Background: an optimization exercise with open tools, aiming at small area and a short achievable clock period. Do not read the settings as production practice. RTL that was checked went through simulation tests only; none was proved equivalent to the original. Function not checked in run 1: the RTL went through the layout flow alone. Power figures rest on the tool's default switching activity, not on a simulated workload.

==> flow/design.v <==
`timescale 1ns/1ps
package ex_pkg;
    typedef enum logic [6:0] {
        OPC_OP_IMM = 7'b0010011,
        OPC_OP     = 7'b0110011,
        OPC_LUI    = 7'b0110111,
        OPC_AUIPC  = 7'b0010111,
        OPC_JAL    = 7'b1101111,
        OPC_JALR   = 7'b1100111,
        OPC_BRANCH = 7'b1100011
    } opcode_e;
endpackage
`timescale 1ns/1ps
`timescale 1ns/1ps
`timescale 1ns/1ps
`timescale 1ns/1ps
import ex_pkg::*;
module ex_stage (
    input  logic        clk,
    input  logic        arst_n_i,
    input  logic        inst_valid_i,
    input  logic [31:0] inst_pc_i,
    input  logic [6:0]  inst_opcode_i,
    input  logic [2:0]  inst_funct3_i,
    input  logic [6:0]  inst_funct7_i,
    input  logic [4:0]  inst_rd_i,
    input  logic [31:0] inst_imm_i,
    input  logic [31:0] inst_rs1_data_i,
    input  logic [31:0] inst_rs2_data_i,
    output logic        wb_valid_o,
    output logic [4:0]  wb_rd_o,
    output logic [31:0] wb_data_o,
    output logic        jump_valid_o,
    output logic [31:0] jump_target_o
);
    localparam int BS = 2;           
    localparam int NB = 32 / BS;     
    localparam int BT = 8;           
    localparam int NT = 32 / BT;     
    function automatic logic [BS:0] padd(input logic [BS-1:0] px, input logic [BS-1:0] gx,
                                         input logic cin);
        logic [BS-1:0] p, g, gn, pn;
        p = px;
        g = gx;
        g[0] = g[0] | (p[0] & cin);
        pn = p;
        for (int d = 1; d < BS; d = d * 2) begin
            gn = g;
            for (int i = d; i < BS; i++) begin
                gn[i] = g[i] | (pn[i] & g[i-d]);
            end
            for (int i = BS - 1; i >= d; i--) begin
                pn[i] = pn[i] & pn[i-d];
            end
            g = gn;
        end
        padd = {g[BS-1], p ^ {g[BS-2:0], cin}};
    endfunction
    function automatic logic [NB:0] carries(input logic [NB-1:0] gen, input logic [NB-1:0] prop);
        logic [NB-1:0] g, p, gn;
        g = gen;
        p = prop;
        for (int d = 1; d < NB; d = d * 2) begin
            gn = g;
            for (int i = d; i < NB; i++) begin
                gn[i] = g[i] | (p[i] & g[i-d]);
            end
            for (int i = NB - 1; i >= d; i--) begin
                p[i] = p[i] & p[i-d];
            end
            g = gn;
        end
        carries = {g, 1'b0};
    endfunction
    function automatic logic [BT:0] padd_t(input logic [BT-1:0] px, input logic [BT-1:0] gx,
                                         input logic cin);
        logic [BT-1:0] p, g, gn, pn;
        p = px;
        g = gx;
        g[0] = g[0] | (p[0] & cin);
        pn = p;
        for (int d = 1; d < BT; d = d * 2) begin
            gn = g;
            for (int i = d; i < BT; i++) begin
                gn[i] = g[i] | (pn[i] & g[i-d]);
            end
            for (int i = BT - 1; i >= d; i--) begin
                pn[i] = pn[i] & pn[i-d];
            end
            g = gn;
        end
        padd_t = {g[BT-1], p ^ {g[BT-2:0], cin}};
    endfunction
    function automatic logic [NT:0] carries_t(input logic [NT-1:0] gen, input logic [NT-1:0] prop);
        logic [NT-1:0] g, p, gn;
        g = gen;
        p = prop;
        for (int d = 1; d < NT; d = d * 2) begin
            gn = g;
            for (int i = d; i < NT; i++) begin
                gn[i] = g[i] | (p[i] & g[i-d]);
            end
            for (int i = NT - 1; i >= d; i--) begin
                p[i] = p[i] & p[i-d];
            end
            g = gn;
        end
        carries_t = {g, 1'b0};
    endfunction
    logic is_op, is_opimm, is_alu, is_lui, is_auipc, is_jal, is_jalr, is_branch;
    logic [2:0] f3;
    logic       alt;
    assign f3        = inst_funct3_i;
    assign alt       = inst_funct7_i[5];
    assign is_op     = inst_opcode_i == OPC_OP;
    assign is_opimm  = inst_opcode_i == OPC_OP_IMM;
    assign is_alu    = is_op | is_opimm;
    assign is_lui    = inst_opcode_i == OPC_LUI;
    assign is_auipc  = inst_opcode_i == OPC_AUIPC;
    assign is_jal    = inst_opcode_i == OPC_JAL;
    assign is_jalr   = inst_opcode_i == OPC_JALR;
    assign is_branch = inst_opcode_i == OPC_BRANCH;
    logic [31:0] rs1, rs2, imm, pc;
    assign rs1 = inst_rs1_data_i;
    assign rs2 = inst_rs2_data_i;
    assign imm = inst_imm_i;
    assign pc  = inst_pc_i;
    logic b6, b5, b2;
    assign b6 = inst_opcode_i[6];
    assign b5 = inst_opcode_i[5];
    assign b2 = inst_opcode_i[2];
    logic [31:0] opb;
    assign opb = b5 ? rs2 : imm;
    logic alu_slt, sub, use_adder;
    assign alu_slt   = is_alu & (f3[2:1] == 2'b01);
    assign sub       = ~b2 & (b6 | (~f3[2] & (f3[1] | (b5 & alt))));
    assign use_adder = b2 | b6 | (~f3[2] & (f3[1] | ~f3[0]));
    logic [31:0] add_a, add_b, add_b_raw;
    assign add_a = ~b2 ? rs1 : (pc & {32{b6 | ~b5}});
    always_comb begin
        for (int i = 0; i < 32; i++) begin
            if (!b2)
                add_b_raw[i] = opb[i];
            else if (b6)
                add_b_raw[i] = (i == 2);
            else
                add_b_raw[i] = (i >= 12) & imm[i];
        end
    end
    assign add_b = add_b_raw ^ {32{sub}};
    logic        shl, sh_fill;
    logic [31:0] sh_in, sh_out;
    logic [32:0] sh_wide;
    assign shl = ~f3[2];
    always_comb begin
        for (int i = 0; i < 32; i++) sh_in[i] = shl ? rs1[31-i] : rs1[i];
    end
    assign sh_fill = ~shl & alt & rs1[31];
    assign sh_wide = $signed({sh_fill, sh_in}) >>> {opb[4:3], 3'b000};
    assign sh_out  = sh_wide[31:0];
    logic [31:0] other;
    logic [31:0] bx, ba;
    assign bx = add_a ^ add_b;
    assign ba = add_a & add_b;
    always_comb begin
        case (f3)
            3'b100:  other = bx;
            3'b110:  other = bx | ba;
            3'b111:  other = ba;
            default: other = sh_out;
        endcase
    end
    logic [31:0]   wsum, tsum;
    logic [NB-1:0] wgen;
    logic [NT-1:0] tgen;
    logic [31:0]   tgt_a;
    assign tgt_a = (b2 & ~inst_opcode_i[3]) ? rs1 : pc;
    for (genvar b = 0; b < NB; b++) begin : g_blk
        logic [BS:0] ws;
        assign ws = padd(bx[b*BS +: BS], ba[b*BS +: BS], (b == 0) ? sub : 1'b0);
        assign wsum[b*BS +: BS] = use_adder ? ws[BS-1:0] : other[b*BS +: BS];
        assign wgen[b]          = use_adder & ws[BS];
    end
    for (genvar b = 0; b < NT; b++) begin : g_tblk
        logic [BT:0] ts;
        assign ts = padd_t(tgt_a[b*BT +: BT] ^ imm[b*BT +: BT], tgt_a[b*BT +: BT] & imm[b*BT +: BT], 1'b0);
        assign tsum[b*BT +: BT] = ts[BT-1:0];
        assign tgen[b]          = ts[BT];
    end
    logic br_ok, s1_wb, s1_jmp, s1_breq, s1_brlt, s1_uns, s1_neg, s1_cy, s1_brc;
    assign br_ok   = is_branch & (f3[2] | ~f3[1]);
    assign s1_wb   = inst_valid_i & (is_alu | is_lui | is_auipc | is_jal | is_jalr);
    assign s1_jmp  = inst_valid_i & (is_jal | is_jalr) | (s1_brlt & ~s1_cy & (rs1[31] ^ s1_neg));
    assign s1_breq = inst_valid_i & br_ok & ~f3[2];
    assign s1_brlt = inst_valid_i & br_ok & f3[2];
    assign s1_uns  = is_branch ? f3[1] : f3[0];
    assign s1_neg  = f3[0];
    assign s1_cy   = s1_uns | ~(rs1[31] ^ opb[31]);
    assign s1_brc  = s1_brlt & s1_cy;
    logic          wb_q, jmp_q, breq_q, brc_q;
    logic          neg_q, slt_q, sl_q, sr_q, cy_q, a31_q, fill_q;
    logic [2:0]    fs_q;
    logic [4:0]    rd_q;
    logic [31:0]   wsum_q, tsum_q;
    logic [NB-1:0] wgen_q;
    logic [NT-1:0] tgen_q;
    always_ff @(posedge clk or negedge arst_n_i) begin
        if (!arst_n_i) begin
            wb_q   <= 1'b0;
            jmp_q  <= 1'b0;
            breq_q <= 1'b0;
            brc_q  <= 1'b0;
        end else begin
            wb_q   <= s1_wb;
            jmp_q  <= s1_jmp;
            breq_q <= s1_breq;
            brc_q  <= s1_brc;
        end
    end
    always_ff @(posedge clk) begin
        neg_q  <= s1_neg;
        slt_q  <= alu_slt;
        sl_q   <= is_alu & (f3 == 3'b001);
        sr_q   <= is_alu & (f3 == 3'b101);
        fill_q <= sh_fill;
        fs_q   <= opb[2:0];
        cy_q   <= s1_cy;
        a31_q  <= rs1[31];
        rd_q   <= inst_rd_i;
        wsum_q <= wsum;
        tsum_q <= tsum;
        wgen_q <= wgen;
        tgen_q <= tgen;
    end
    logic [NB:0]   wc;
    logic [NT:0]   tc;
    logic [NB-1:0] wprop;
    logic [NT-1:0] tprop;
    logic [31:0]   wres, tres;
    for (genvar b = 0; b < NB; b++) begin : g_prop
        assign wprop[b] = &wsum_q[b*BS +: BS];
    end
    for (genvar b = 0; b < NT; b++) begin : g_tprop
        assign tprop[b] = &tsum_q[b*BT +: BT];
    end
    assign wc = carries(wgen_q, wprop);
    assign tc = carries_t(tgen_q, tprop);
    for (genvar b = 0; b < NB; b++) begin : g_inc
        logic [BS-1:0] winc;
        assign winc = wsum_q[b*BS +: BS] + 1'b1;
        assign wres[b*BS +: BS] = wc[b] ? winc : wsum_q[b*BS +: BS];
    end
    for (genvar b = 0; b < NT; b++) begin : g_tinc
        logic [BT-1:0] tinc;
        assign tinc = tsum_q[b*BT +: BT] + 1'b1;
        assign tres[b*BT +: BT] = tc[b] ? tinc : tsum_q[b*BT +: BT];
    end
    logic [38:0] fwide;
    logic [31:0] fsh, fsh_rev;
    assign fwide = {{7{fill_q}}, wsum_q} >> fs_q;
    assign fsh   = fwide[31:0];
    always_comb begin
        for (int i = 0; i < 32; i++) fsh_rev[i] = fsh[31-i];
    end
    logic eq;
    assign eq = (wsum_q[BS-1:0] == '0) & wgen_q[0] & (&(wprop[NB-1:1] & ~wgen_q[NB-1:1]));
    logic ltu, lt;
    assign ltu   = ~wc[NB];
    assign lt    = cy_q ? ltu : a31_q;
    always_ff @(posedge clk or negedge arst_n_i) begin
        if (!arst_n_i) begin
            wb_valid_o   <= 1'b0;
            jump_valid_o <= 1'b0;
        end else begin
            wb_valid_o   <= wb_q;
            jump_valid_o <= jmp_q | (breq_q & (eq ^ neg_q)) | (brc_q & (ltu ^ neg_q));
        end
    end
    always_ff @(posedge clk) begin
        wb_rd_o       <= rd_q;
        wb_data_o     <= slt_q ? {31'b0, lt} :
                         sl_q  ? fsh_rev :
                         sr_q  ? fsh :
                                 wres;
        jump_target_o <= tres;
    end
endmodule
==> flow/flow/run.sh <==
#!/bin/bash
# The standard layout, except that the port buffers are the smallest
# buffer (sky130_fd_sc_hd__buf_1) instead of the default choice; repair still
# resizes any of them that need it. ORFS keeps each step's full log under
# orfs/logs; make's own output goes to standard.log here.
set -euo pipefail
bash standard.sh "BUFFER_PORTS_ARGS=-buffer_cell sky130_fd_sc_hd__buf_1" finish > standard.log 2>&1
==> flow/standard.sh <==
#!/bin/bash
# synth_recipe.tcl (not shown) runs the flow's synth.tcl, then flattens the netlist and writes it again
# the make line also repeats each setting of config.mk as NAME=value (left out here)
make -C /OpenROAD-flow-scripts/flow DESIGN_CONFIG=/design/flow/config.mk WORK_HOME=/design/flow/orfs CLKGATE_MAP_FILE= SYNTH_SCRIPT=/design/flow/synth_recipe.tcl "${@:-finish}"
==> flow/config.mk <==
export PLATFORM = sky130hd
export DESIGN_NAME = ex_stage
export DESIGN_NICKNAME = ex_stage
export VERILOG_FILES = /design/flow/design.v
export SDC_FILE = /design/flow/constraint.sdc
export NUM_CORES = 4
export LEC_CHECK = 0
export CAP_MARGIN = 20
export CORE_MARGIN = 2
export CORE_UTILIZATION = 30
export SETUP_SLACK_MARGIN = 2.3
export SLEW_MARGIN = 20
==> flow/constraint.sdc <==
create_clock -name core_clock -period 5.0 [get_ports {clk}]
set_input_delay 1.0000 -clock core_clock [delete_from_list [all_inputs] [get_ports {clk}]]
set_output_delay 1.0000 -clock core_clock [all_outputs]
set_load 0.01 [all_outputs]
==> metrics.yaml, run 1 <==
worst_setup_path:
  r2r_cells: 8
  cp_num_buf_inv: 7
  slowest_stage: "fa_1"
  worst_ep_required_time_ns: 5.37
  path_cells: "clkbuf_2 -> buf_6 -> clkinvlp_4 -> o21ai_4 -> nor2b_4 -> buf_12 -> buf_12 -> buf_6 -> xnor2_2 -> ha_2 -> inv_2 -> fa_1 -> nor2_1 -> a31o_2"
  crit_family: "buffers and inverters"
  cp-start-kind: "input pin"
  worstPathArrival_ns: 3.09
  regToRegEndpoint: "wb_data_o[23]"
  cp-end-kind: "flop"
  r2r_slack_ns: 2.42
  worstSetupPathType: "in2reg"
  slowest_delay_ns: 0.47
  reg2reg_from: "wsum_q[6]"
  worstPathMaxFanout: 5
global_routing:
  antenna_found_initial: 3
  track_usage_pct: 20.8
  grt_max_degree: 86
  overflow: 0
  grt_pass1_wl_mm: 69.9
  grt_pass1_vias: 12000
synthesis:
  synth_cell_types: 66
  syn-mean-instance-area_um2: 8.33
  synth-warning-count: 1
  synth-edff-count: 0
  async_reset_ff_share_pct: 3.47
  synthesis.area_mm2: 0.0130
  synth-seq-cells: 173
  netlist_instances: 1565
  ys_seq_area_share_pct: 26.8
  syn-num-nets: 1851
  synthFlopType: "dfxtp_1"
timing:
  slew_headroom_pct: 23.9
  tns_ns: 0
  fin_crit_ns: 2.72
  tightest_slew_ns: 1.13
  fin_skew_ns: 0.0186
  rsz0062_at_grt: "yes"
  post-route-period-util_pct: 54.4
  clock.fmax_mhz: 368
  finalHoldViolations: 0
  maxSlewViolCount: 0
  finalSetupViolCount: 0
  final.setup.worst_slack_ns: 2.28
floorplanning:
  row_count: 76
  die_w_um: 212
  die-area_mm2: 0.0451
  start_util_pct: 30.3
  die_y_um: 212
  io_pins: 224
  core_mm2: 0.0430
finish:
  diodes: 0
  utilization_pct: 37.8
  drive_above_1_share_pct: 16.3
  nets: 2063
  final.fill_count: 4474
  syn2layout_area_growth_pct: 24.5
clock_tree:
  clk-insertion-delay-late_ns: 0.49
  cts-root-buf: "clkbuf_16"
  htreeDepth: 4
  cts.sinks: 173
  cts_tree: "done"
  clockBufferDepth: 2
  cts_buffers: 17
  hold_buffers: 0
  clk_pin_slew_ns: 0.07
detailed_routing:
  drtIter0Drc: 946
  via_count: 12400
  wl_mm: 47.6
  ant_nets: 0
  viasPerCell: 5.22
  drc: 0
  post_drt_wl_per_cell_um: 20.0
  drtPass1Iterations: 5
hold_path:
  hold_start: "rd_q[1]"
  hold_path_depth: 0
  min_to: "wb_rd_o[1]"
  min_path_type: "reg2reg"
pwr:
  switchingPower_mw: 2.17
  seq_power_share_pct: 35.7
  ir_drop_uv: 242
  p_int_mw: 3.38
  p_leak_nw: 6.91
  clkPwrFrac_pct: 24.4
  p_per_area_mw_per_mm2: 342
  swShare_pct: 39.1
  p_comb_share_pct: 39.9
run:
  maxCapViolations: 0
placement:
  place_ws_ns: 1.14
  place.port_buffers: 217
  globalplace.congestion: 0.951
  hpwl_mm: 36.4
run_status:
  outcome: "no timing/DRC/antenna violations"
## logic make-up (layout without fill, tap and decap cells)
group	count (synthesis)	in the layout	share of synthesized area (%)
xor gates and xnor gates	93	93	6.25
muxes	130	130	13.1
and+or+nand+nor	402	405	13.7
AOI/OAI and AO/OA	398	398	19.3
buffers and inverters	236	458	7.04
DFF	173	173	26.8
adders and majority gates	133	133	13.9
## synthesized netlist by cell type, types with 10 or more instances
cell type | n | area (um^2)
mux2_2 | 26 | 293
xnor2_1 | 59 | 517
a22oi_1 | 23 | 173
o21ai_0 | 143 | 716
and3_1 | 13 | 81.3
nand3_1 | 16 | 80.1
a211oi_1 | 27 | 203
mux4_2 | 28 | 631
inv_1 | 146 | 548
nand4_1 | 12 | 75.1
dfxtp_1 | 167 | 3340
o22ai_1 | 12 | 75.1
a21o_1 | 20 | 150
buf_2 | 10 | 50.1
buf_1 | 11 | 41.3
mux2i_1 | 74 | 741
nor2_1 | 110 | 413
nand2_1 | 175 | 657
xor2_1 | 34 | 298
fa_1 | 20 | 400
a21oi_1 | 97 | 485
nor3_1 | 15 | 75.1
nor2b_1 | 27 | 169
a221oi_1 | 17 | 149
clkbuf_1 | 65 | 244
ha_1 | 113 | 1410
## metal layers
metal  wire length, um  vias to the layer above  share of wire [%]  global-route usage [%]
met2             21600                      516                 45                    33.0
met4              1930                        6                4.0                    9.31
li1                  -                     5862                  -                       -
met5                43                        -              0.090                       0
met1             20700                     5929                 43                    27.1
met3              3410                       93                7.2                    4.59
## worst reg2reg max path, delay by kind of cell (launching register included)
| family | cells | cell delay (ns) |
|---|---|---|
| compound gates | 4 | 1.06 |
| flops | 1 | 0.43 |
| mux | 1 | 0.39 |
| simple gates | 2 | 0.31 |
| fa+ha+maj | 1 | 0.26 |
## layout by cell type (no fill, tap or decap), types with 13 or more instances in the layout
master       n
buf_4       43
a22oi_2     15
fa_1        15
nand2_1    173
mux2i_1     73
a21oi_1     84
a21o_1      20
o21ai_0    117
ha_2        19
xnor2_1     52
mux4_2      28
inv_1      142
nand3_1     16
nor2b_1     22
mux2_2      26
o21ai_1     14
clkbuf_16   20
buf_1      209
dfxtp_1    164
xor2_1      25
ha_1        94
nor3_1      15
and3_1      13
a211oi_1    25
nor2_1     110
## flip-flops by register name, summed over array words and instances (netlist names), 3 cells and up
name           cells
wb_rd_o            5
tsum_q            32
fs_q               3
jump_target_o     32
wgen_q            16
rd_q               5
wsum_q            32
tgen_q             3
wb_data_o         32
## power groups by stage
stage                     clock network (mW)  registers [mW]  logic, mW
final                                   1.35            1.98       2.21
after global routing                    1.45            2.01       2.42
after CTS                               1.40            1.98       2.11
after detailed placement                   0            2.00       2.05
after global placement                     0            2.00       2.04
after floorplan                            0            2.01       1.30
## final cells by class
| cell class | instances | area, um^2 | share of cell area [%] |
|---|---|---|---|
| clock buffer | 20 | 457 | 2.81 |
| clock inverter | 12 | 128 | 0.786 |
| inverter | 146 | 552 | 3.40 |
| multi-input combinational | 1159 | 9320 | 57.4 |
| sequential | 173 | 3500 | 21.6 |
| tap | 585 | 732 | 4.51 |
| timing repair buffer | 280 | 1540 | 9.50 |
## how the worst max path moves through the flow
| stage | start | endpoint | slack (ns) | cells past startpoint |
|---|---|---|---|---|
| global placement | inst_opcode_i[5] | wsum_q[21] | 1.14 | 13 |
| finish | inst_opcode_i[6] | wsum_q[17] | 2.28 | 14 |
| global route | inst_opcode_i[6] | wsum_q[15] | 2.20 | 12 |
| detailed placement | inst_opcode_i[5] | wsum_q[21] | 1.14 | 13 |
| CTS | inst_opcode_i[6] | wsum_q[5] | 2.19 | 14 |
| floorplan | inst_opcode_i[5] | wsum_q[17] | 2.01 | 11 |
## through the flow
stage	std cells	cell area, um^2	hold WS [ns]	total power, mW
final	2375	16200	0.326	5.55
after global routing	2375	16200	0.333	5.88
after CTS	2353	15700	0.329	5.49
after detailed placement	2308	14800	0.312	4.05
after global placement	2308	14800	0.310	4.03
after floorplan	1565	13500	0.310	3.31
## what timing repair did
item                                    CTS  global route
setup buffers                            10            19
pin swaps                                 4            26
resized for setup                        31            79
cloned                                    3             3
endpoints found under the setup margin   60            50
==> run 2: changes to the inputs <==
--- a/flow/design.v
+++ b/flow/design.v
@@ -35,7 +35,7 @@
 );
     localparam int BS = 2;           
     localparam int NB = 32 / BS;     
-    localparam int BT = 8;           
+    localparam int BT = 4;           
     localparam int NT = 32 / BT;     
     function automatic logic [BS:0] padd(input logic [BS-1:0] px, input logic [BS-1:0] gx,
                                          input logic cin);
--- a/flow/config.mk
+++ b/flow/config.mk
@@ -7,6 +7,6 @@
 export LEC_CHECK = 0
 export CAP_MARGIN = 20
 export CORE_MARGIN = 2
-export CORE_UTILIZATION = 30
+export CORE_UTILIZATION = 40
 export SETUP_SLACK_MARGIN = 2.3
 export SLEW_MARGIN = 20
==> run 2 against run 1 <==
  * Still clean on timing, DRC and antenna
  * Flip-flop and latch count is 4 higher
  * Core utilization is 11 points higher
  * Final cell count is 7.8% lower
  * Register-to-register slack better by 0.04 ns
  * Critical path depth is 2 lower
  * Non-clock buffer count is 8 lower
  * Count of clock-buffer cells in the layout is 1 lower
  * Total power is 1.2% lower
  * Combinational power is 5% lower
  * Global-route usage is 4.6 points higher
  * Clock power is 4% higher
  * Hold slack hardly changed
  * Largest power group unchanged
  * Highest routed layer unchanged
==> metrics.yaml, run 2 <==
detailed_routing:
  drtIter0Drc: 1059
  via_count: 12100
  viasPerCell: 5.53
  highest_layer: "met5"
  wl_mm: 43.8
  drtPass1Iterations: 6
  met3WireLength_mm: 3.42
  ant_nets: 0
  post_drt_wl_per_cell_um: 20.0
  drc: 0
  dr_wl_met2_mm: 19.4
  met1_length_mm: 19.2
placement:
  dpl.cell_count: 2127
  dpl_cell_area_mm2: 0.0144
  globalplace.congestion: 0.915
  place.port_buffers: 217
  hpwl_mm: 32.8
timing:
  finalHoldViolations: 0
  maxSlewViolCount: 0
  tightest_slew_ns: 0.672
  fin_crit_ns: 2.74
  finalSetupViolCount: 0
  clock.fmax_mhz: 364
  tns_ns: 0
  slew_headroom_pct: 55.1
  rsz0062_at_grt: "yes"
  post-route-period-util_pct: 54.9
  fin_skew_ns: 0.0150
hold_path:
  min_path_type: "reg2reg"
  hold_path_depth: 0
floorplanning:
  start_util_pct: 40.3
  row_count: 66
  io_pins: 224
  die_w_um: 185
  die-area_mm2: 0.0341
  core_mm2: 0.0324
  die_y_um: 185
synthesis:
  synthFlopType: "dfxtp_1"
  netlist_instances: 1530
  synth.most_common_cell: "dfxtp_1"
  ys_seq_area_share_pct: 27.4
  synthTopCellsByCount: "dfxtp_1 (171), nand2_1 (168), o21ai_0 (158)"
  synthesis.area_mm2: 0.0131
  async_reset_ff_share_pct: 3.39
  synth_area_leaders: "dfxtp_1 (26%), ha_1 (11%), o21ai_0 (6.1%), mux2i_1 (5.9%), nand2_1 (4.8%)"
  synth_cell_types: 68
  synth_top_area_share_pct: 26.2
  syn-mean-instance-area_um2: 8.54
  synth-warning-count: 1
  syn-num-nets: 1824
  synth-seq-cells: 177
  yosysTopAreaCell: "dfxtp_1"
  synth-edff-count: 0
clock_tree:
  clockBufferDepth: 2
  clk_pin_slew_ns: 0.07
  cts_buffers: 17
  htreeDepth: 4
  cts-root-buf: "clkbuf_16"
  cts_tree: "done"
  clk-insertion-delay-late_ns: 0.46
  cts.sinks: 177
  hold_buffers: 0
worst_setup_path:
  worstSetupPathType: "in2reg"
  cp-end-kind: "flop"
  r2r_cells: 9
  worstPathMaxFanout: 18
  worstPathArrival_ns: 3.08
  worst_ep_required_time_ns: 5.34
  cp-start-kind: "input pin"
finish:
  syn2layout_area_growth_pct: 20.6
  final_cell_count_no_fill: 2190
  fin_area_mm2: 0.0157
  utilization_pct: 48.7
  final.fill_count: 3162
  layout_common_cells: "buf_1 (210), dfxtp_1 (170), nand2_1 (166)"
  nets: 2028
  final_common_cell: "buf_1"
  drive_above_1_share_pct: 14.3
global_routing:
  track_usage_pct: 25.5
  grt_max_degree: 54
  grt_pass1_vias: 11600
  overflow: 0
  grt_pass1_wl_mm: 65.7
  antenna_found_initial: 3
run_status:
  outcome: "no timing/DRC/antenna violations"
pwr:
  p_leak_nw: 6.90
  p_per_area_mw_per_mm2: 348
  ir_drop_uv: 273
run:
  maxCapViolations: 0
==> run 2: path summary, 6_finish.rpt <==
kind	startpoint	endpoint	slack (ns)
hold / removal	rd_q[2]	wb_rd_o[2]	0.33
setup reg to reg	wsum_q[2]	wb_data_o[25]	2.46
max in group asynchronous	arst_n_i	breq_q	4.37
hold reg to reg	rd_q[2]	wb_rd_o[2]	0.33
setup / recovery	inst_opcode_i[5]	wsum_q[17]	2.26
min in group asynchronous	arst_n_i	jump_valid_o	0.40
==> run 2: area by class of cell <==
type	instances	area, um^2	share of cell area (%)
Timing Repair Buffer	272	1420	8.99
Clock inverter	13	168	1.06
Antenna cell	1	2.50	0.0159
Multi-Input combinational cell	1123	9050	57.5
Inverter	143	537	3.41
Clock buffer	19	443	2.81
Sequential cell	177	3580	22.7
Tap cell	442	553	3.51
==> run 2: stage by stage <==
stage / hold slack, ns / setup slack [ns] / total power, mW
6_report: 0.326 / 2.26 / 5.48
5_1_grt: 0.340 / 2.15 / 5.82
4_1_cts: 0.327 / 2.23 / 5.44
3_5_place_dp: 0.312 / 1.20 / 3.95
3_3_place_gp: 0.310 / 1.22 / 3.93
2_1_floorplan: 0.310 / 2.00 / 3.28
==> run 2: critical path: stages <==
cell and delay (ns):
buf_4 0.14, buf_12 0.14, nor2b_4 0.20, a21oi_4 0.05, buf_12 0.17, a22oi_2 0.21, xnor2_2 0.16, ha_2 0.21
inv_2 0.04, fa_1 0.47, nor2_1 0.04, a31o_2 0.25
==> run 2: power breakdown <==
| part | switching (mW) | internal (mW) |
|---|---|---|
| logic | 1.20 | 0.885 |
| clock network | 0.630 | 0.771 |
| registers | 0.236 | 1.76 |
==> run 2: logic make-up after synthesis <==
| family | share of synthesized area (%) |
|---|---|
| buffers and inverters | 6.94 |
| adders and majority gates | 14.9 |
| muxes | 12.9 |
| xor gates and xnor gates | 5.84 |
| and+or+nand+nor | 11.4 |
| AOI/OAI and AO/OA | 20.7 |
| DFF | 27.4 |
==> run 2: what timing repair did <==
| action | CTS | global route |
|---|---|---|
| gates cloned | 4 | 1 |
| pin swaps | 10 | 11 |
| setup buffers | 14 | 11 |
| setup endpoints to repair | 83 | 47 |
| resized for setup | 53 | 63 |
==> run 2: per-layer routing <==
layer,track usage (%),vias up
met5,0,-
met4,10.4,4
met3,6.07,93
met2,39.4,547
met1,34.1,5722
li1,-,5745
==> run 3: changes to the inputs <==
--- a/flow/config.mk
+++ b/flow/config.mk
@@ -7,6 +7,6 @@
 export LEC_CHECK = 0
 export CAP_MARGIN = 20
 export CORE_MARGIN = 2
-export CORE_UTILIZATION = 40
+export CORE_UTILIZATION = 25
 export SETUP_SLACK_MARGIN = 2.3
 export SLEW_MARGIN = 20
==> run 3 against run 2 <==
  * Worst setup slack worse by 0.074 ns
  * Core utilization is 16 points lower
  * Flip-flop and latch count stayed put
  * Register-to-register slack worse by 0.05 ns
  * Fmax is 2.6% lower
  * Die area is 59% higher
  * Hold slack worse by 0.0067 ns
  * Clock power is 4% higher
  * Combinational power is 8% higher
==> metrics.yaml, run 3 <==
run_status:
  outcome: "no timing/DRC/antenna violations"
clock_tree:
  clk-insertion-delay-late_ns: 0.48
  cts.sinks: 177
  cts_tree: "done"
  clk_pin_slew_ns: 0.07
  htreeDepth: 4
  clockBufferDepth: 2
  cts-root-buf: "clkbuf_16"
  cts_buffers: 17
synthesis:
  ys_seq_area_share_pct: 27.4
  async_reset_ff_share_pct: 3.39
  synth_fa_ha_area_share_pct: 14.9
  synth.most_common_cell: "dfxtp_1"
  syn-num-nets: 1824
  netlist_instances: 1530
  syn-mean-instance-area_um2: 8.54
  synth-warning-count: 1
  yosysTopAreaCell: "dfxtp_1"
  synth-simple-area-share_pct: 11.4
  synth_area_leaders: "dfxtp_1 (26%), ha_1 (11%), o21ai_0 (6.1%), mux2i_1 (5.9%), nand2_1 (4.8%)"
  synth_cell_types: 68
  synth_top_area_share_pct: 26.2
  synthTopCellsByCount: "dfxtp_1 (171), nand2_1 (168), o21ai_0 (158)"
  synth_compound_area_share_pct: 20.7
  synth_top_family_by_area: "compound AO/OA/AOI/OAI gates"
  synthMuxAreaShare_pct: 12.9
  synthFlopType: "dfxtp_1"
  synth-edff-count: 0
  synthesis.area_mm2: 0.0131
  synth-xor-area-share_pct: 5.84
  synth-seq-cells: 177
finish:
  multi_input_area_mm2: 0.00921
  layout_common_cells: "buf_1 (212), dfxtp_1 (169), nand2_1 (167)"
  nets: 2056
  fin_area_mm2: 0.0167
  final-seq-area_mm2: 0.00358
  final_cell_count_no_fill: 2455
  syn2layout_area_growth_pct: 27.6
  diodes: 0
  final_common_cell: "buf_1"
  final.fill_count: 5456
  drive_above_1_share_pct: 16.8
  utilization_pct: 32.3
detailed_routing:
  viasPerCell: 5.03
  drtIter0Drc: 1131
  via_count: 12300
  ant_nets: 0
  drtPass1Iterations: 5
  drc: 0
  post_drt_wl_per_cell_um: 20.4
  wl_mm: 50.1
timing:
  slew_headroom_pct: 49.2
  post-route-period-util_pct: 56.4
  tns_ns: 0
  finalHoldViolations: 0
  clock.fmax_mhz: 355
  fin_skew_ns: 0.0131
  fin_crit_ns: 2.82
  finalSetupViolCount: 0
  maxSlewViolCount: 0
  rsz0062_at_grt: "yes"
  holdWs_ns: 0.320
  tightest_slew_ns: 0.761
  final.setup.worst_slack_ns: 2.18
hold_path:
  min_path_type: "reg2reg"
floorplanning:
  die_y_um: 233
  die-area_mm2: 0.0541
  io_pins: 224
  die_w_um: 233
  core_mm2: 0.0515
  start_util_pct: 25.4
  row_count: 83
placement:
  dpl_cell_area_mm2: 0.0147
  place_ws_ns: 0.710
  dpl.cell_count: 2363
  place.port_buffers: 217
  globalplace.congestion: 0.923
  hpwl_mm: 37.9
global_routing:
  overflow: 0
  grt_pass1_wl_mm: 73.9
  antenna_found_initial: 2
  grt_pass1_vias: 12100
  track_usage_pct: 18.4
  grt_max_degree: 49
worst_setup_path:
  cp-end-kind: "flop"
  slowest_delay_ns: 0.47
  worstPathMaxFanout: 7
  worstPathArrival_ns: 3.20
  worst_ep_required_time_ns: 5.38
  path_cells: "clkbuf_16 -> buf_4 -> a21oi_4 -> o21ai_4 -> nor2b_4 -> buf_12 -> buf_12 -> buf_12 -> xnor2_4 -> ha_4 -> inv_2 -> fa_1 -> nor2_1 -> a31o_2"
  slowest_stage: "fa_1"
  cp_common_cell: "buf_12"
  worstSetupPathType: "in2reg"
  cp-start-kind: "input pin"
pwr:
  p_per_area_mw_per_mm2: 343
  ir_drop_uv: 259
  power.total_mw: 5.72
  p_leak_nw: 7.13
run:
  maxCapViolations: 0
run 3: cell counts after synthesis:
No cell type changed its count.
run 3: cell type report:
class,instances,area share (%)
Multi-Input combinational cell,1121,55.3
Sequential cell,177,21.5
Timing Repair Buffer,302,11.2
Tap cell,680,5.11
Inverter,143,3.26
Clock buffer,19,2.60
Clock inverter,13,1.04
run 3: kinds of logic after synthesis:
kind of cell / Yosys count
AO/OA/AOI/OAI: 423
AND/OR/NAND/NOR: 339
buffers and inverters: 232
flip-flops: 177
adder cells (fa/ha/maj): 141
multiplexers: 131
XOR/XNOR: 87
run 3: path summary, 6_finish.rpt:
| check | startpoint | endpoint | slack, ns | depth (start not counted) |
|---|---|---|---|---|
| hold reg to reg | rd_q[1] | wb_rd_o[1] | 0.32 | 0 |
| setup reg to reg | wsum_q[2] | wb_data_o[25] | 2.41 | 9 |
| setup / recovery | inst_opcode_i[5] | wsum_q[19] | 2.18 | 14 |
| min in group asynchronous | arst_n_i | wb_q | 0.38 | 1 |
| max in group asynchronous | arst_n_i | wb_valid_o | 4.37 | 1 |
| hold / removal | rd_q[1] | wb_rd_o[1] | 0.32 | 0 |
run 3: what timing repair did:
item                                    in CTS  in global routing
endpoints found under the setup margin      75                 53
resized for setup                           92                 88
endpoints found under the hold margin        0                  0
setup buffers                               38                 16
pin swaps                                   18                 32
hold buffers                                 0                  0
cloned                                       5                  1
run 3: routing by layer:
metal	track usage (%)	routed length, um
met1	23.6	21400
met2	29.4	22900
met3	5.27	4150
met4	6.57	1680
met5	0	25
run 3: report_power, final:
group          switching [mW]  internal, mW
clock                   0.656         0.796
combinational            1.29         0.962
sequential              0.264          1.76
total                    2.21          3.52
run 3: critical path, delay by kind of cell:
family	cells	cell delay (ns)
buffers and inverters	6	0.73
adder cells (fa/ha/maj)	2	0.64
AO/OA/AOI/OAI	3	0.43
XOR/XNOR	1	0.21
AND/OR/NAND/NOR	2	0.18
==> run 4: changes to the inputs <==
--- a/flow/config.mk
+++ b/flow/config.mk
@@ -7,6 +7,6 @@
 export LEC_CHECK = 0
 export CAP_MARGIN = 20
 export CORE_MARGIN = 2
-export CORE_UTILIZATION = 25
+export CORE_UTILIZATION = 30
 export SETUP_SLACK_MARGIN = 2.3
 export SLEW_MARGIN = 20
==> run 4 against run 3 <==
  * Synthesized cell count stayed put
  * Global-route usage is 1.8 points higher
  * First-iteration DRC count is 20% lower
  * Synthesized area stayed put
  * Sequential share of layout area is 1.0 points higher
==> metrics.yaml, run 4 <==
synthesis:
  syn-mean-instance-area_um2: 8.54
  yosysTopAreaCell: "dfxtp_1"
  ys_seq_area_share_pct: 27.4
  synth.most_common_cell: "dfxtp_1"
  synth_cell_types: 68
  synthFlopType: "dfxtp_1"
  synth-edff-count: 0
  syn-num-nets: 1824
  synth-seq-cells: 177
  synth_top_area_share_pct: 26.2
  synthesis.area_mm2: 0.0131
  async_reset_ff_share_pct: 3.39
  synth-warning-count: 1
  synth_area_leaders: "dfxtp_1 (26%), ha_1 (11%), o21ai_0 (6.1%), mux2i_1 (5.9%), nand2_1 (4.8%)"
  netlist_instances: 1530
  synthTopCellsByCount: "dfxtp_1 (171), nand2_1 (168), o21ai_0 (158)"
pwr:
  switchingPower_mw: 2.11
  p_comb_share_pct: 39.5
  p_per_area_mw_per_mm2: 341
  swShare_pct: 38.8
  p_int_mw: 3.32
  ir_drop_uv: 245
  seq_power_share_pct: 36.9
  p_leak_nw: 6.90
  clkPwrFrac_pct: 23.7
floorplanning:
  core_mm2: 0.0430
  row_count: 76
  start_util_pct: 30.4
  die_y_um: 213
  die_w_um: 213
  die-area_mm2: 0.0452
  io_pins: 224
finish:
  final_common_cell: "buf_1"
  nets: 2029
  multi_input_area_mm2: 0.00899
  syn2layout_area_growth_pct: 21.9
  final_cell_count_no_fill: 2335
  final.fill_count: 4463
  fin_area_mm2: 0.0159
  layout_common_cells: "buf_1 (210), dfxtp_1 (170), nand2_1 (168)"
  drive_above_1_share_pct: 13.1
  final-seq-area_mm2: 0.00358
placement:
  place_ws_ns: 1.02
  dpl.cell_count: 2272
  hpwl_mm: 35.9
  dpl_cell_area_mm2: 0.0146
  globalplace.congestion: 0.918
  place.port_buffers: 217
global_routing:
  track_usage_pct: 20.2
  grt_pass1_wl_mm: 67.8
  grt_pass1_vias: 11700
  antenna_found_initial: 3
  grt_max_degree: 65
  overflow: 0
detailed_routing:
  post_drt_wl_per_cell_um: 19.8
  via_count: 12100
  drtIter0Drc: 907
  ant_nets: 0
  wl_mm: 46.2
  drtPass1Iterations: 6
  drc: 0
  viasPerCell: 5.19
clock_tree:
  clk_pin_slew_ns: 0.08
  cts_tree: "done"
  htreeDepth: 4
  clockBufferDepth: 2
  cts_buffers: 17
  clk-insertion-delay-late_ns: 0.48
  cts-root-buf: "clkbuf_16"
  cts.sinks: 177
timing:
  final.setup.worst_slack_ns: 2.32
  slew_headroom_pct: 53.6
  fin_skew_ns: 0.0187
  post-route-period-util_pct: 53.6
  rsz0062_at_grt: "yes"
  tightest_slew_ns: 0.695
  fin_crit_ns: 2.68
  finalHoldViolations: 0
  finalSetupViolCount: 0
  holdWs_ns: 0.328
  maxSlewViolCount: 0
  clock.fmax_mhz: 373
  tns_ns: 0
worst_setup_path:
  cp-start-kind: "input pin"
  cp-end-kind: "flop"
  worstPathArrival_ns: 3.06
  worst_ep_required_time_ns: 5.38
  worstSetupPathType: "in2reg"
  worstPathMaxFanout: 9
run:
  maxCapViolations: 0
hold_path:
  min_path_type: "reg2reg"
run_status:
  outcome: "no timing/DRC/antenna violations"
-- run 4: changes by cell type in the layout (fill, tap and decap cells not counted), moves of 5 or more --
cell     delta
buf_4      -14
mux2i_1     +5
mux2i_2     -5
o21ai_2    -17
ha_1        +9
a22oi_2     -7
buf_12      -6
a22oi_1     +7
o21ai_1     -6
o21ai_0    +22
ha_2        -7
-- run 4: layout make-up --
| cell class | count | share of cell area, % |
|---|---|---|
| Clock inverter | 12 | 0.613 |
| Sequential cell | 177 | 22.5 |
| Multi-Input combinational cell | 1121 | 56.5 |
| Antenna cell | 3 | 0.0472 |
| Timing Repair Buffer | 275 | 9.54 |
| Tap cell | 585 | 4.60 |
| Clock buffer | 19 | 2.85 |
| Inverter | 143 | 3.37 |
-- run 4: per-stage QoR --
step           util [%]  power (mW)
2_1_floorplan         -        3.28
3_3_place_gp       34.0        3.98
3_5_place_dp       34.0        4.02
4_1_cts            35.9        5.37
5_1_grt            37.0        5.77
6_report           37.0        5.43
-- run 4: cell families after synthesis --
family          Yosys count  share of synthesized area (%)
compound gates          423                           20.7
simple gates            339                           11.4
buf+inv                 232                           6.94
flops                   177                           27.4
fa+ha+maj               141                           14.9
mux                     131                           12.9
xor+xnor                 87                           5.84
-- run 4: critical path, stage by stage --
cell,delay (ns)
buf_12,0.13
nor2b_4,0.15
a21oi_4,0.27
buf_12,0.18
buf_6,0.10
a22oi_2,0.06
xnor2_2,0.17
ha_2,0.21
inv_2,0.04
fa_1,0.47
nor2_1,0.04
a31o_2,0.22
-- run 4: layer usage --
metal	GRT usage (%)	part of all wire (%)	vias to the layer above
li1	-	-	5740
met1	26.3	43	5760
met2	31.6	45	529
met3	4.86	7.4	96
met4	9.04	4.3	0
met5	0	0	-
-- run 4: power groups by stage --
stage	logic [mW]	clock network [mW]	registers, mW
final	2.14	1.29	2.00
after global routing	2.35	1.38	2.04
after CTS	2.05	1.33	2.00
after detailed placement	1.99	0	2.03
after global placement	1.96	0	2.02
after floorplan	1.24	0	2.05
-- run 4: path summary, 6_finish.rpt --
check	from	to	slack [ns]	cells after the start
min in group asynchronous	arst_n_i	wb_valid_o	0.39	1
hold / removal	tsum_q[1]	jump_target_o[1]	0.33	0
setup reg to reg	wsum_q[2]	wb_data_o[27]	2.46	8
hold reg to reg	tsum_q[1]	jump_target_o[1]	0.33	0
max in group asynchronous	arst_n_i	brc_q	4.37	1
setup / recovery	inst_opcode_i[5]	wsum_q[19]	2.32	12
-- run 4: what timing repair did --
action                                  in CTS  in global routing
hold buffers                                 0                  0
setup buffers                               11                 13
resized for setup                           31                 63
gates cloned                                 1                  4
endpoints found under the setup margin      54                 45
pin swaps                                    2                 10

[separate check: timing with driven ports]
The results above use ideal ports. As a check the final layouts listed here were re-extracted and re-timed, cells and wires unchanged. Step 1 (the two cells are an assumption about what drives the block):
set clk [get_ports {clk}]
set_driving_cell -lib_cell sky130_fd_sc_hd__clkbuf_16 $clk
set_driving_cell -lib_cell sky130_fd_sc_hd__buf_2 [delete_from_list [all_inputs] $clk]
Step 2 times the ports against the registers' clock, not the clock port: input delays grow and output delays shrink by t, the midpoint of the rising clock arrivals with the driver on. Three values: no drivers, after step 1, after step 2; two values: the first two.
run | shift t [ns] | setup WS [ns] | hold WS [ns] | slew at the worst register clock pin (ns) | worst slew at a driven data input, ns
run 1 | 0.534 | 2.282 / 2.279 / 1.744 | 0.326 / 0.326 / 0.326 | 0.08 / 0.08 | 0.07
run 2 | 0.504 | 2.256 / 2.281 / 1.778 | 0.326 / 0.326 / 0.326 | 0.08 / 0.08 | 0.08
run 3 | 0.530 | 2.182 / 2.192 / 1.662 | 0.320 / 0.320 / 0.320 | 0.08 / 0.08 | 0.08
run 4 | 0.524 | 2.321 / 2.321 / 1.797 | 0.328 / 0.328 / 0.328 | 0.08 / 0.08 | 0.10
After both steps every run listed still meets setup and hold. For run 1, which loses most, drivers alone change the setup slack by -0.003 ns; drivers and shift together by -0.538 ns.
